This design comes from an exercise in tuning for small area, a short achievable clock period and few clock cycles per item on the open sky130 flow, not from production work.
The RTL was checked by simulation tests, not by an equivalence proof against the original design.

// gregorian_day_number_convert_top
module gregorian_day_number_convert_top (
    input  logic         clk,
    input  logic         rst_n,
    input  logic         req_valid,
    output logic         req_ready,
    input  logic         req_type,
    input  logic [13:0]  year_in,
    input  logic [3:0]   month_in,
    input  logic [4:0]   day_in,
    input  logic [21:0]  number_in,
    output logic         rsp_valid,
    input  logic         rsp_ready,
    output logic [21:0]  number_out,
    output logic [13:0]  year_out,
    output logic [3:0]   month_out,
    output logic [4:0]   day_out,
    output logic         range_error
);
    logic        v1_reg, v2_reg, v3_reg, v4_reg;
    logic        en;
    logic        s1_typ_reg;
    logic        s1_err_reg;
    logic [13:0] s1_y_reg;
    logic [9:0]  s1_a_reg;
    logic        s2_typ_reg;
    logic        s2_err_reg;
    logic [13:0] s2_y_reg;
    logic [9:0]  s2_a_reg;
    logic [6:0]  s2_q_reg;
    logic        s2_leap_reg;
    logic        s3_typ_reg;
    logic        s3_err_reg;
    logic        s3_leap_reg;
    logic [1:0]  s3_yh_reg;
    logic [21:0] s3_p_reg;
    logic        s4_num_reg;
    logic        s4_date_reg;
    logic        s4_err_reg;
    logic [22:0] s4_p_reg;
    assign en = !v4_reg || rsp_ready;
    assign req_ready = en;
    assign rsp_valid = v4_reg;
    always_ff @(posedge clk or negedge rst_n)
    begin
        if (!rst_n)
        begin
            v1_reg <= 1'b0;
            v2_reg <= 1'b0;
            v3_reg <= 1'b0;
            v4_reg <= 1'b0;
        end
        else if (en)
        begin
            v1_reg <= req_valid;
            v2_reg <= v1_reg;
            v3_reg <= v2_reg;
            v4_reg <= v3_reg;
        end
    end
    logic [3:0]  a_mi;
    logic        a_wrap;
    logic [8:0]  a_off;
    logic [13:0] a_yf;
    logic        a_ferr;
    logic [13:0] a_est;
    logic        a_gbad;
    gdn_est u_est (.n(number_in), .est(a_est));
    always_comb
    begin
        a_mi = gdn_pkg::fwd_month_index(month_in);
        a_wrap = (a_mi >= 4'd10);
        a_off = gdn_pkg::month_offset(a_mi) + 9'(day_in);
        a_yf = year_in - 14'(a_wrap);
        a_ferr = (a_wrap && (year_in == 14'd0)) || (a_yf > 14'd9999)
              || ((a_yf == 14'd9999) && (a_off > 9'd306))
  ...
Size in the first run: roughly 1300 cells after synthesis, ~120 flip-flops, roughly 98 I/O pins.
make LEC_CHECK=0 CAP_MARGIN=20 CORE_MARGIN=2 CORE_UTILIZATION=40 SETUP_SLACK_MARGIN=3.5 SLEW_MARGIN=20 finish   # period 9.0 ns
run.sh (not shown) runs the stock make flow with config.mk's settings and CLKGATE_MAP_FILE= SYNTH_SCRIPT=/design/flow/synth_recipe.tcl, a recipe that flattens the netlist after the stock synthesis.
Testbench counts at the start, summed over its fixed seeds: cycles 12,032, items 12,000.
Edit:
Settings changed: CORE_UTILIZATION 40 to 60, PLACE_DENSITY from default to 0.75.
=> The changed run went through all stages and came out clean; worst setup slack is better by 0.038 ns; design area decreases by about 1.3%; non-clock buffer count decreases by 5; maximum frequency increases by about 0.7%.

---

== v30 ==
Another version of the RTL of gregorian_day_number_convert_top (not shown whole).
For scale: ~1,500 cells after synthesis, roughly 150 flip-flops, roughly 98 I/O pins, ~15,000 um2 of cells after synthesis.
Settings: LEC_CHECK=0, CAP_MARGIN=20, CORE_MARGIN=2, CORE_UTILIZATION=60, PLACE_DENSITY=0.75, SETUP_SLACK_MARGIN=4.2, SLEW_MARGIN=20; clock period 9.0 ns.
Testbench counts of v30, summed over its fixed seeds: cycles 12,040, items 12,000.
Edits applied to the flow inputs when going from v30 to v7:
Settings: SETUP_SLACK_MARGIN now 4.0, was 4.2.
Results
- v7 did not stop at any stage, and its layout met the timing, design-rule and antenna checks.
- [compare] base=v30 new=v7: maximum clock rate decreased by 2.6% relative to the old numbers; area used by multi-input combinational logic now sits lower; via count of the first global-routing pass saw an increase; global-route total usage across every layer has decreased.
- Comparing v7 against v30, there is no change at all in synthesized area.

---

gregorian_day_number_convert_top again, from the RTL that the note above started with.
Design gregorian_day_number_convert_top, start of the top module:
module gregorian_day_number_convert_top (
    input  logic         clk,
    input  logic         rst_n,
    input  logic         req_valid,
    output logic         req_ready,
    input  logic         req_type,
    input  logic [13:0]  year_in,
    input  logic [3:0]   month_in,
    input  logic [4:0]   day_in,
    input  logic [21:0]  number_in,
    output logic         rsp_valid,
    input  logic         rsp_ready,
    output logic [21:0]  number_out,
    output logic [13:0]  year_out,
    output logic [3:0]   month_out,
    output logic [4:0]   day_out,
    output logic         range_error
);
==> flow/config.mk <==
export PLATFORM = sky130hd
export DESIGN_NAME = gregorian_day_number_convert_top
export DESIGN_NICKNAME = gregorian_day_number_convert_top
export VERILOG_FILES = /design/flow/design.v
export SDC_FILE = /design/flow/constraint.sdc
export NUM_CORES = 4
export LEC_CHECK = 0
export CAP_MARGIN = 20
export CORE_MARGIN = 2
export CORE_UTILIZATION = 60
export CTS_BUF_LIST = sky130_fd_sc_hd__clkbuf_4 sky130_fd_sc_hd__clkbuf_8
export CTS_CLUSTER_SIZE = 40
export PLACE_DENSITY = 0.75
export SETUP_SLACK_MARGIN = 4.35
export SLEW_MARGIN = 20
==> flow/constraint.sdc <==
create_clock -name core_clock -period 9.0 [get_ports {clk}]
set_input_delay 1.8000 -clock core_clock [delete_from_list [all_inputs] [get_ports {clk}]]
set_output_delay 1.8000 -clock core_clock [all_outputs]
set_load 0.01 [all_outputs]
Testbench counts at the start, summed over its fixed seeds: cycles 12,040, items 12,000.
Next try:
SETUP_SLACK_MARGIN = 4.2   (was 4.35)
Effect: Register-to-register slack loses 0.12 ns; cell area came out lower by 2.9%; clock skew hardly moves.
Next try:
SETUP_SLACK_MARGIN = 4.1   (was 4.2)
The changed run completed without violations.
Routed wire length came out lower by 2.4%.
Global-route usage went down by 0.71 points.
Utilization is lower by 0.67 points.
Synthesized area is unchanged.

---

Setup of the reference run:
RTL: one of the versions met above, not the one the previous note started from.
Size: about 1400 cells after synthesis, about 14000 µm² of cells after synthesis.
clock: 9.0 ns
lec_check: 0
cap_margin: 20
core_margin: 2
core_utilization: 40
setup_slack_margin: 3.5
slew_margin: 20
standard.sh (not shown) runs the stock make flow with config.mk's settings and CLKGATE_MAP_FILE= SYNTH_SCRIPT=/design/flow/synth_recipe.tcl, a recipe that flattens the netlist after the stock synthesis.
==> flow/flow/run.sh <==
#!/bin/bash
# Layout flow: the standard flow, with the half-adder cells added to the don't-use list so that
# synthesis maps only the carry-save trees' full adders to adder cells and abc maps the rest.
set -o pipefail
bash standard.sh "DONT_USE_CELLS=sky130_fd_sc_hd__probe_p_8 sky130_fd_sc_hd__probec_p_8 sky130_fd_sc_hd__lpflow_bleeder_1 sky130_fd_sc_hd__lpflow_clkbufkapwr_1 sky130_fd_sc_hd__lpflow_clkbufkapwr_16 sky130_fd_sc_hd__lpflow_clkbufkapwr_2 sky130_fd_sc_hd__lpflow_clkbufkapwr_4 sky130_fd_sc_hd__lpflow_clkbufkapwr_8 sky130_fd_sc_hd__lpflow_clkinvkapwr_1 sky130_fd_sc_hd__lpflow_clkinvkapwr_16 sky130_fd_sc_hd__lpflow_clkinvkapwr_2 sky130_fd_sc_hd__lpflow_clkinvkapwr_4 sky130_fd_sc_hd__lpflow_clkinvkapwr_8 sky130_fd_sc_hd__lpflow_decapkapwr_12 sky130_fd_sc_hd__lpflow_decapkapwr_3 sky130_fd_sc_hd__lpflow_decapkapwr_4 sky130_fd_sc_hd__lpflow_decapkapwr_6 sky130_fd_sc_hd__lpflow_decapkapwr_8 sky130_fd_sc_hd__lpflow_inputiso0n_1 sky130_fd_sc_hd__lpflow_inputiso0p_1 sky130_fd_sc_hd__lpflow_inputiso1n_1 sky130_fd_sc_hd__lpflow_inputiso1p_1 sky130_fd_sc_hd__lpflow_inputisolatch_1 sky130_fd_sc_hd__lpflow_isobufsrc_1 sky130_fd_sc_hd__lpflow_isobufsrc_16 sky130_fd_sc_hd__lpflow_isobufsrc_2 sky130_fd_sc_hd__lpflow_isobufsrc_4 sky130_fd_sc_hd__lpflow_isobufsrc_8 sky130_fd_sc_hd__lpflow_isobufsrckapwr_16 sky130_fd_sc_hd__lpflow_lsbuf_lh_hl_isowell_tap_1 sky130_fd_sc_hd__lpflow_lsbuf_lh_hl_isowell_tap_2 sky130_fd_sc_hd__lpflow_lsbuf_lh_hl_isowell_tap_4 sky130_fd_sc_hd__lpflow_lsbuf_lh_isowell_4 sky130_fd_sc_hd__lpflow_lsbuf_lh_isowell_tap_1 sky130_fd_sc_hd__lpflow_lsbuf_lh_isowell_tap_2 sky130_fd_sc_hd__lpflow_lsbuf_lh_isowell_tap_4  sky130_fd_sc_hd__ha_1 sky130_fd_sc_hd__ha_2 sky130_fd_sc_hd__ha_4" finish > standard.log 2>&1
The reference run finished all stages; the layout is clean.
Testbench counts of the reference run, summed over its fixed seeds: cycles 12,032, items 12,000.
### the reference run -> the trial run
Settings: swapping 3.5 for 4.2 in SETUP_SLACK_MARGIN.
==> flow/run.sh (new file) <==
#!/bin/bash
# synth_recipe.tcl (not shown) runs the flow's synth.tcl, then flattens the netlist and writes it again
# the make line also repeats each setting of config.mk as NAME=value (left out here)
make -C /OpenROAD-flow-scripts/flow DESIGN_CONFIG=/design/flow/config.mk WORK_HOME=/design/flow/orfs CLKGATE_MAP_FILE= SYNTH_SCRIPT=/design/flow/synth_recipe.tcl finish
removed: flow/flow/run.sh
removed: flow/standard.sh
### Flow results
Result for the trial run and the reference run: all clean
Data arrival time of the critical path: the trial run vs the reference run down 0.21 ns
On initial core utilization, the trial run tracks the reference run almost exactly.
The trial run vs. the reference run: layout inverter count without the clock tree went up 65, post-route minimum period went down 0.23 ns.
Sort the trial run and the reference run by number of filler cells placed in the layout desc -> top: the reference run
Against the reference run, the trial run reports a final area that is higher.
Taking the reference run as 1.0, the trial run lands at 0.917 on synthesized cell count.
Final core utilization (higher): the trial run
Summary — non-clock buffer share of cell area, the trial run relative to the reference run: higher, by 1.9 points.
Diff the trial run and the reference run: global-route wire length before repair higher in the trial run

---

## run a
gregorian_day_number_convert_top with an RTL version that a note above also has.
For scale: ~150 flip-flops, ~98 I/O pins.
==> flow/config.mk <==
export PLATFORM = sky130hd
export DESIGN_NAME = gregorian_day_number_convert_top
export DESIGN_NICKNAME = gregorian_day_number_convert_top
export VERILOG_FILES = /design/flow/design.v
export SDC_FILE = /design/flow/constraint.sdc
export NUM_CORES = 4
export LEC_CHECK = 0
export CAP_MARGIN = 20
export CORE_MARGIN = 2
export CORE_UTILIZATION = 60
export CTS_BUF_LIST = sky130_fd_sc_hd__clkbuf_4 sky130_fd_sc_hd__clkbuf_8
export CTS_CLUSTER_SIZE = 40
export PLACE_DENSITY = 0.75
export SETUP_SLACK_MARGIN = 4.2
export SLEW_MARGIN = 20
==> flow/constraint.sdc <==
create_clock -name core_clock -period 9.0 [get_ports {clk}]
set_input_delay 1.8000 -clock core_clock [delete_from_list [all_inputs] [get_ports {clk}]]
set_output_delay 1.8000 -clock core_clock [all_outputs]
set_load 0.01 [all_outputs]
==> flow/flow/run.sh <==
#!/bin/bash
# Layout flow: the standard flow, with the half-adder cells added to the don't-use list so that
# synthesis maps only the carry-save trees' full adders to adder cells and abc maps the rest.
set -o pipefail
bash standard.sh "DONT_USE_CELLS=sky130_fd_sc_hd__probe_p_8 sky130_fd_sc_hd__probec_p_8 sky130_fd_sc_hd__lpflow_bleeder_1 sky130_fd_sc_hd__lpflow_clkbufkapwr_1 sky130_fd_sc_hd__lpflow_clkbufkapwr_16 sky130_fd_sc_hd__lpflow_clkbufkapwr_2 sky130_fd_sc_hd__lpflow_clkbufkapwr_4 sky130_fd_sc_hd__lpflow_clkbufkapwr_8 sky130_fd_sc_hd__lpflow_clkinvkapwr_1 sky130_fd_sc_hd__lpflow_clkinvkapwr_16 sky130_fd_sc_hd__lpflow_clkinvkapwr_2 sky130_fd_sc_hd__lpflow_clkinvkapwr_4 sky130_fd_sc_hd__lpflow_clkinvkapwr_8 sky130_fd_sc_hd__lpflow_decapkapwr_12 sky130_fd_sc_hd__lpflow_decapkapwr_3 sky130_fd_sc_hd__lpflow_decapkapwr_4 sky130_fd_sc_hd__lpflow_decapkapwr_6 sky130_fd_sc_hd__lpflow_decapkapwr_8 sky130_fd_sc_hd__lpflow_inputiso0n_1 sky130_fd_sc_hd__lpflow_inputiso0p_1 sky130_fd_sc_hd__lpflow_inputiso1n_1 sky130_fd_sc_hd__lpflow_inputiso1p_1 sky130_fd_sc_hd__lpflow_inputisolatch_1 sky130_fd_sc_hd__lpflow_isobufsrc_1 sky130_fd_sc_hd__lpflow_isobufsrc_16 sky130_fd_sc_hd__lpflow_isobufsrc_2 sky130_fd_sc_hd__lpflow_isobufsrc_4 sky130_fd_sc_hd__lpflow_isobufsrc_8 sky130_fd_sc_hd__lpflow_isobufsrckapwr_16 sky130_fd_sc_hd__lpflow_lsbuf_lh_hl_isowell_tap_1 sky130_fd_sc_hd__lpflow_lsbuf_lh_hl_isowell_tap_2 sky130_fd_sc_hd__lpflow_lsbuf_lh_hl_isowell_tap_4 sky130_fd_sc_hd__lpflow_lsbuf_lh_isowell_4 sky130_fd_sc_hd__lpflow_lsbuf_lh_isowell_tap_1 sky130_fd_sc_hd__lpflow_lsbuf_lh_isowell_tap_2 sky130_fd_sc_hd__lpflow_lsbuf_lh_isowell_tap_4  sky130_fd_sc_hd__ha_1 sky130_fd_sc_hd__ha_2 sky130_fd_sc_hd__ha_4" finish > standard.log 2>&1
Run a ran to completion and came out clean on the timing, design-rule and antenna checks.
Testbench counts of run a, summed over its fixed seeds: cycles 12,040, items 12,000.
What run b does differently from run a at the input level:
- changing CORE_UTILIZATION from 60 to 75
- changing PLACE_DENSITY from 0.75 to 0.85
==> flow/run.sh (new file) <==
#!/bin/bash
# synth_recipe.tcl (not shown) runs the flow's synth.tcl, then flattens the netlist and writes it again
# the make line also repeats each setting of config.mk as NAME=value (left out here)
make -C /OpenROAD-flow-scripts/flow DESIGN_CONFIG=/design/flow/config.mk WORK_HOME=/design/flow/orfs CLKGATE_MAP_FILE= SYNTH_SCRIPT=/design/flow/synth_recipe.tcl finish
removed: flow/flow/run.sh
removed: flow/standard.sh
Per the comparison of run b with run a, fill cell total of the finished layout shrank by about 40%; number of nets at the end of the flow grew by 138; register share of the cell area shrank by 0.38 points.
Run b: shortest clock period the worst path allows after layout 0.23 ns below run a
Delta (run b minus run a): total wire length after detailed routing went up by 12%; clock-buffer cell count went down by 1; post-layout instance area went up by 250 sq um; global-route usage went up by 8.1 points.

static timing again, ports no longer ideal:
The results above use ideal ports. As a check the final layouts listed here were re-extracted and re-timed, cells and wires unchanged.
Step 1: set_driving_cell puts a clkbuf_16 on clk and a buf_2 on each other input, an assumption about the parent block.
Step 2 times the ports against the registers' clock, not the clock port: input delays grow and output delays shrink by t, the midpoint of the rising clock arrivals with the driver on.
a / b / c = ideal ports / drivers / drivers and shift; a / b = the first two.
| run | shift t [ns] | slack for setup (ns) | worst setup path at the end | clock arrival spread, ns |
|---|---|---|---|---|
| the first run of note 1 | 0.468 | 3.443 / 3.443 / 3.173 | input to register | 0.011 / 0.012 |
| the second run of note 1 | 0.456 | 3.481 / 3.480 / 3.025 | input to register | 0.006 / 0.007 |
| v30 | 0.482 | 4.327 / 4.327 / 3.944 | input to register | 0.010 / 0.011 |
| v7 | 0.471 | 4.202 / 4.202 / 3.812 | input to register | 0.008 / 0.008 |
| the first run of note 3 | 0.507 | 4.443 / 4.443 / 4.041 | input to register | 0.016 / 0.016 |
| the second run of note 3 | 0.507 | 4.322 / 4.322 / 3.869 | input to register | 0.018 / 0.018 |
| the third run of note 3 | 0.500 | 4.258 / 4.232 / 3.829 | input to register | 0.014 / 0.014 |
| the reference run | 0.460 | 3.214 / 3.206 / 2.747 | input to register | 0.010 / 0.011 |
| the trial run | 0.471 | 3.448 / 3.448 / 3.077 | input to register | 0.014 / 0.014 |
| run a | 0.501 | 3.966 / 3.966 / 3.966 | register to register | 0.017 / 0.018 |
| run b | 0.512 | 4.191 / 4.191 / 3.816 | input to register | 0.015 / 0.015 |
After both steps setup and hold are still met in every run listed. For the reference run, which loses most, drivers alone change the setup slack by -0.008 ns; drivers and shift together by -0.467 ns.
